This is an optimization exercise on Yosys and OpenROAD, whose aim is small area, not a production implementation.
Only simulation tests tie the RTL to the original design; equivalence was not proved.

==> design/flow/design.v <==
package pid_pkg;
  localparam int DEF_DW   = 16;
  localparam int DEF_FRAC = 8;
  typedef enum logic [2:0] {
    ST_IDLE  = 3'd0,
    ST_ERR   = 3'd1,
    ST_MUL_P = 3'd2,
    ST_MUL_I = 3'd3,
    ST_MUL_D = 3'd4,
    ST_SUM   = 3'd5
  } state_t;
  typedef enum logic [1:0] {
    SAT_NONE = 2'b00,
    SAT_POS  = 2'b01,
    SAT_NEG  = 2'b10
  } sat_dir_t;
  function automatic logic [1:0] sat_dir(input logic sign_bit, input logic top_all_same);
    if (top_all_same) begin
      sat_dir = pid_pkg::SAT_NONE;
    end else if (sign_bit) begin
      sat_dir = pid_pkg::SAT_NEG;
    end else begin
      sat_dir = pid_pkg::SAT_POS;
    end
  endfunction
endpackage
module pid_sat #(
  parameter int IN_W  = 17,
  parameter int OUT_W = 16
) (
  input  logic signed [IN_W-1:0]  din,
  output logic signed [OUT_W-1:0] dout
);
  logic [IN_W-OUT_W:0] top;
  logic                top_same;
  logic [1:0]          dir;
  always_comb begin
    top      = din[IN_W-1:OUT_W-1];
    top_same = (&top) | ~(|top);
    dir      = pid_pkg::sat_dir(din[IN_W-1], top_same);
    case (dir)
      pid_pkg::SAT_POS: dout = {1'b0, {(OUT_W-1){1'b1}}};
      pid_pkg::SAT_NEG: dout = {1'b1, {(OUT_W-1){1'b0}}};
      default: dout = din[OUT_W-1:0];
    endcase
  end
endmodule
module pid_controller_param #(
  parameter int DW   = pid_pkg::DEF_DW,
  parameter int FRAC = pid_pkg::DEF_FRAC,
  parameter int ACCW = 2*DW+4
) (
  input  logic                 clk,
  input  logic                 rst,
  input  logic                 en,
  input  logic                 clear,
  input  logic signed [DW-1:0] setpoint,
  input  logic signed [DW-1:0] feedback,
  input  logic signed [DW-1:0] kp,
  input  logic signed [DW-1:0] ki,
  input  logic signed [DW-1:0] kd,
  input  logic [ACCW-2:0]      int_limit,
  input  logic [15:0]          clk_times,
  output logic signed [DW-1:0] control_signal,
  output logic                 valid,
  output logic                 busy,
  output logic                 overrun
);
  pid_pkg::state_t                state_q, state_d;
  logic [15:0]           cnt_q, cnt_d;
  logic signed [DW-1:0]  sp_q, sp_d;
  logic signed [DW-1:0]  fb_q, fb_d;
  logic signed [DW-1:0]  e_q, e_d;
  logic signed [DW-1:0]  prev_e_q, prev_e_d;
  logic signed [ACCW-1:0] p_q, p_d;
  logic signed [ACCW-1:0] acc_q, acc_d;
  logic signed [ACCW-1:0] dterm_q, dterm_d;
  logic signed [DW-1:0]  ctrl_q, ctrl_d;
  logic                  valid_q, valid_d;
  logic                  overrun_q, overrun_d;
  logic                  tick;
  logic signed [DW:0]    err_raw;
  logic signed [DW-1:0]  err_sat;
  logic signed [DW:0]    de_raw;
  logic signed [DW-1:0]  de_sat;
  logic signed [DW-1:0]  mul_a, mul_b;
  logic signed [2*DW-1:0] prod;
  logic signed [ACCW-1:0] prod_ext;
  logic signed [ACCW:0]  acc_sum, lim_pos, lim_neg, acc_clamp;
  logic signed [ACCW-1:0] sum_s;
  logic signed [ACCW-FRAC-1:0] sum_shift;
  logic signed [DW-1:0]  out_sat;
  logic                  unused_bits;
  pid_sat #(.IN_W(DW+1), .OUT_W(DW)) u_sat_err (.din(err_raw), .dout(err_sat));
  pid_sat #(.IN_W(DW+1), .OUT_W(DW)) u_sat_de  (.din(de_raw),  .dout(de_sat));
  pid_sat #(.IN_W(ACCW-FRAC), .OUT_W(DW)) u_sat_out (.din(sum_shift), .dout(out_sat));
  assign unused_bits = ^{acc_clamp[ACCW], sum_s[FRAC-1:0]};
  always_ff @(posedge clk or posedge rst) begin
    if (rst) begin
      state_q   <= pid_pkg::ST_IDLE;
      cnt_q     <= '0;
      sp_q      <= '0;
      fb_q      <= '0;
      e_q       <= '0;
      prev_e_q  <= '0;
      p_q       <= '0;
      acc_q     <= '0;
      dterm_q   <= '0;
      ctrl_q    <= '0;
      valid_q   <= 1'b0;
      overrun_q <= 1'b0;
    end else begin
      state_q   <= state_d;
      cnt_q     <= cnt_d;
      sp_q      <= sp_d;
      fb_q      <= fb_d;
      e_q       <= e_d;
      prev_e_q  <= prev_e_d;
      p_q       <= p_d;
      acc_q     <= acc_d;
      dterm_q   <= dterm_d;
      ctrl_q    <= ctrl_d;
      valid_q   <= valid_d;
      overrun_q <= overrun_d;
    end
  end
  always_comb begin
    state_d = state_q;
    case (state_q)
      pid_pkg::ST_IDLE:  if (tick) state_d = pid_pkg::ST_ERR;
      pid_pkg::ST_ERR:   state_d = pid_pkg::ST_MUL_P;
      pid_pkg::ST_MUL_P: state_d = pid_pkg::ST_MUL_I;
      pid_pkg::ST_MUL_I: state_d = pid_pkg::ST_MUL_D;
      pid_pkg::ST_MUL_D: state_d = pid_pkg::ST_SUM;
      pid_pkg::ST_SUM:   state_d = pid_pkg::ST_IDLE;
      default:  state_d = pid_pkg::ST_IDLE;
    endcase
  end
  always_comb begin
    busy  = (state_q != pid_pkg::ST_IDLE);
    mul_a = kp;
    mul_b = e_q;
    case (state_q)
      pid_pkg::ST_MUL_I: begin
        mul_a = ki;
        mul_b = e_q;
      end
      pid_pkg::ST_MUL_D: begin
        mul_a = kd;
        mul_b = de_sat;
      end
      default: begin
        mul_a = kp;
        mul_b = e_q;
      end
    endcase
  end
  always_comb begin
    tick    = en && (cnt_q == clk_times);
    cnt_d   = (!en || tick) ? 16'd0 : cnt_q + 16'd1;
    err_raw = {sp_q[DW-1], sp_q} - {fb_q[DW-1], fb_q};
    de_raw  = {e_q[DW-1], e_q} - {prev_e_q[DW-1], prev_e_q};
    prod     = {{DW{mul_a[DW-1]}}, mul_a} * {{DW{mul_b[DW-1]}}, mul_b};
    prod_ext = {{(ACCW-2*DW){prod[2*DW-1]}}, prod};
    acc_sum = {acc_q[ACCW-1], acc_q} + {prod_ext[ACCW-1], prod_ext};
    lim_pos = {2'b00, int_limit};
    lim_neg = -lim_pos;
    if (acc_sum > lim_pos) begin
      acc_clamp = lim_pos;
    end else if (acc_sum < lim_neg) begin
      acc_clamp = lim_neg;
    end else begin
      acc_clamp = acc_sum;
    end
    sum_s     = p_q + acc_q + dterm_q;
    sum_shift = sum_s[ACCW-1:FRAC];
    sp_d      = sp_q;
    fb_d      = fb_q;
    e_d       = e_q;
    prev_e_d  = prev_e_q;
    p_d       = p_q;
    acc_d     = acc_q;
    dterm_d   = dterm_q;
    ctrl_d    = ctrl_q;
    valid_d   = (state_q == pid_pkg::ST_SUM);
    overrun_d = tick && (state_q != pid_pkg::ST_IDLE);
    case (state_q)
      pid_pkg::ST_IDLE: begin
        if (tick) begin
          sp_d = setpoint;
          fb_d = feedback;
        end
      end
      pid_pkg::ST_ERR:   e_d = err_sat;
      pid_pkg::ST_MUL_P: p_d = prod_ext;
      pid_pkg::ST_MUL_I: acc_d = acc_clamp[ACCW-1:0];
      pid_pkg::ST_MUL_D: begin
        dterm_d  = prod_ext;
        prev_e_d = e_q;
      end
      pid_pkg::ST_SUM:   ctrl_d = out_sat;
      default: ;
    endcase
    if (clear) begin
      acc_d    = '0;
      prev_e_d = '0;
    end
  end
  assign control_signal = ctrl_q;
  assign valid          = valid_q;
  assign overrun        = overrun_q;
endmodule
==> design/flow/constraint.sdc <==
create_clock -name core_clock -period 13.5 [get_ports {clk}]
set_input_delay 2.7000 -clock core_clock [delete_from_list [all_inputs] [get_ports {clk}]]
set_output_delay 2.7000 -clock core_clock [all_outputs]
set_load 0.01 [all_outputs]
==> design/flow/run.sh <==
#!/bin/bash
# synth_recipe.tcl (not shown) runs the flow's synth.tcl, then flattens the netlist and writes it again
# the make line also repeats each setting of config.mk as NAME=value (left out here)
make -C /OpenROAD-flow-scripts/flow DESIGN_CONFIG=/design/flow/config.mk WORK_HOME=/design/flow/orfs CLKGATE_MAP_FILE= SYNTH_SCRIPT=/design/flow/synth_recipe.tcl finish
==> design/flow/config.mk <==
export PLATFORM = sky130hd
export DESIGN_NAME = pid_controller_param
export DESIGN_NICKNAME = pid_controller_param
export VERILOG_FILES = /design/flow/design.v
export SDC_FILE = /design/flow/constraint.sdc
export NUM_CORES = 4
export LEC_CHECK = 0
export CAP_MARGIN = 20
export CORE_MARGIN = 2
export CORE_UTILIZATION = 40
export SLEW_MARGIN = 20
==> results.json <==
{
  "outcome": "timing/DRC/antenna clean",
  "slew_headroom_pct": 39.9,
  "ant_nets": 0,
  "num_io_pins": 154,
  "required_ns": 13.98,
  "start_util_pct": 40.2,
  "cp.arrival_ns": 13.31,
  "core_area_sq_um": 66800,
  "async_flop_share_pct": 100,
  "yosys.cell_types.count": 81,
  "start_kind": "input port",
  "routed_wl_mm": 74.7,
  "r2r-end": "acc_q[2]",
  "synth-main-ff-cell": "dfrtp_1",
  "n_antenna_cell": 0,
  "io_buffers": 153,
  "area_growth_pct": 18.2,
  "fill_cells": 6533,
  "via_count": 22500,
  "syn_area_per_cell_sq_um": 8.71,
  "via_per_inst": 5.29,
  "layout_commonest_cell": "inv_1",
  "maxCapViolCount": 0,
  "nNetsFinal": 4055,
  "worst_slack_ns": 0.678,
  "cts_buffers": 26,
  "h-tree-depth": 1,
  "worstRegToRegCells": 64,
  "root_buffer": "clkbuf_16",
  "worst-path-stages": 54,
  "first_pass_iters": 5,
  "wl_per_cell_microns": 17.6,
  "syn_nets": 3776,
  "cp-endpoint": "acc_q[2]",
  "maxSlewViolCount": 0,
  "finalHoldViolations": 0,
  "setup_violations": 0,
  "overflow": 0,
  "dp_hpwl_mm": 61.6,
  "grt_pass1_vias": 23200,
  "cts_tree": "done",
  "grt_first_pass_wirelength_mm": 124,
  "grtUsageTotal_pct": 21.8,
  "tns_ns": 0,
  "syn_inst": 3083,
  "drc_errors": 0,
  "skew_ns": 0.0536,
  "r2r_slack_ns": 0.76,
  "cts_max_path_buffers": 3,
  "fp.dieH_microns": 263,
  "cp_max_fo": 5,
  "synth_edf_count": 0,
  "worstReg2RegStart": "e_q[0]",
  "row_count": 95,
  "period_share_pct": 95.0,
  "clk_latency_ns": 0.58,
  "layout-drive-gt1-share_pct": 10.2,
  "path_buf_inv": 13,
  "place.gp.congestion": 0.929,
  "dp_slack_ns": -0.584,
  "hp-class": "register to register",
  "dieArea_sq_um": 69200,
  "final_cell_mix": "inv_1 (435), fa_1 (300), nand2_1 (277), ha_1 (257), nor2_1 (225)",
  "grt_max_degree": 79,
  "slowest_stage": "fa_1",
  "timing.fmax_mhz": 78.0,
  "die-width_microns": 263,
  "syn_area_sq_um": 26900,
  "tightest_slew_ns": 0.901,
  "clk_pin_slew_worst_paths_ns": 0.06,
  "slowest_delay_ns": 0.52,
  "worstSetupPathType": "input port to register",
  "grt_antenna_before_repair": 2,
  "synth_seq_cells": 201,
  "finalCriticalPeriod_ns": 12.82,
  "yosysSeqAreaShare_pct": 18.7,
  "cts_sinks": 201,
  "cp-end-kind": "register",
  "path_delay_family": "compound AO/OA/AOI/OAI gates",
  "crit_start": "ki[7]",
  "yosysWarnings": 3,
  "first_iter_violations": 1395
}
## worst min path at each step
stage | end | from | slack [ns] | depth (start not counted)
6_report | dterm_q[0] | dterm_q[0] | 0.49 | 2
3_5_place_dp | dterm_q[0] | dterm_q[0] | 0.47 | 2
3_3_place_gp | dterm_q[0] | dterm_q[0] | 0.47 | 2
4_1_cts | dterm_q[0] | dterm_q[0] | 0.49 | 2
2_1_floorplan | dterm_q[0] | dterm_q[0] | 0.45 | 2
5_1_grt | fb_q[9] | fb_q[9] | 0.52 | 1
## layer usage
metal / vias to the layer above / track usage, % / part of all wire, %
met1: 10800 / 31.3 / 48
met4: 0 / 5.47 / 2.5
met3: 107 / 2.17 / 5.4
met2: 589 / 35.5 / 45
li1: 11000 / - / -
met5: - / 0 / 0
## worst min-delay path: stages, from the launching register on
cell and delay [ns]:
dfrtp_1 0.34, nand2_1 0.06, o21ai_0 0.06
## layout make-up
cell class / count / area (sq um) / area share [%]
clock buffers: 39 / 759 / 2.39
flip-flops and latches: 201 / 5030 / 15.8
clock inverters: 9 / 139 / 0.437
well taps: 873 / 1090 / 3.44
inverters: 437 / 1650 / 5.19
repair buffers: 351 / 3080 / 9.70
multi-input cells: 2345 / 20000 / 63.0
## registers in the layout (all words and copies together) (netlist names), 16 cells and up
signal / count
acc_q: 36
dterm_q: 32
p_q: 32
cnt_q: 16
ctrl_q: 16
e_q: 16
fb_q: 16
prev_e_q: 16
sp_q: 16
## repair_timing
| action | 4_1_cts | 5_1_grt |
|---|---|---|
| setup endpoints to repair | 36 | 36 |
| hold buffers | 0 | 0 |
| gates cloned | 0 | 1 |
| pin swaps | 0 | 9 |
| setup buffers | 0 | 7 |
| resized for setup | 4 | 57 |
## per-stage QoR
| stage | util (%) | area [sq um] | hold WS [ns] | cells |
|---|---|---|---|---|
| after global routing | 47.5 | 31800 | 0.523 | 4255 |
| after CTS | 47.2 | 31500 | 0.487 | 4247 |
| after detailed placement | 45.8 | 30600 | 0.472 | 4199 |
| final | 47.5 | 31800 | 0.490 | 4255 |
| after floorplan | - | 26900 | 0.450 | 3083 |
| after global placement | 45.8 | 30600 | 0.469 | 4199 |
## cells in the mapped netlist (all sizes together) (14+ instances only)
cell type	instances	area [sq um]
inv	437	1640
fa	300	6010
nand2	277	1040
ha	258	3230
nor2	226	848
a21oi	201	1010
dfrtp	201	5030
o21ai	197	986
xnor2	100	876
clkbuf	84	335
nor3	82	415
a21o	68	514
xor2	61	534
nand2b	46	288
nand3	37	185
mux2	34	383
a22oi	33	248
o21a	33	249
or3	32	200
nor2b	27	169
and2	25	156
a31oi	24	150
o21bai	23	173
nand4	22	138
a221o	21	216
nor4	19	119
o211ai	17	128
a21boi	15	113
o22a	15	131
o31ai	14	110
## logic make-up (layout without fill, tap and decap cells)
kind of cell | Yosys count | in the layout | share of synthesized area, %
AOI/OAI and AO/OA | 732 | 732 | 17.3
xor gates and xnor gates | 161 | 161 | 5.25
adders and majority gates | 558 | 558 | 34.4
buffers and inverters | 537 | 836 | 7.73
DFF | 201 | 201 | 18.7
muxes | 47 | 47 | 1.91
and+or+nand+nor | 847 | 847 | 14.7

## static timing again, ports no longer ideal
Ports are ideal in the flow. The routed layout listed here was re-timed in OpenROAD.
Step 1 (the two cells are an assumption about what drives the block):
set clk [get_ports {clk}]
set_driving_cell -lib_cell sky130_fd_sc_hd__clkbuf_16 $clk
set_driving_cell -lib_cell sky130_fd_sc_hd__buf_2 [delete_from_list [all_inputs] $clk]
Step 2 moves the port delays by t, midway between the first and last clock arrival at a register: inputs arrive t later, outputs are due t later. That takes back most of the time a late clock gives input paths.
a / b / c = no drivers / after step 1 / after step 2; a / b = the first two.
t (ns): 0.613
setup WS [ns]: 0.678 / 0.710 / 0.096
slew at the worst register clock pin (ns): 0.06 / 0.06
worst slew at a driven data input, ns: 0.07
pins driven straight from the clock port: 1
After both steps setup and hold are still met in this run. For this run, drivers alone change the setup slack by +0.032 ns; drivers and shift together by -0.582 ns.
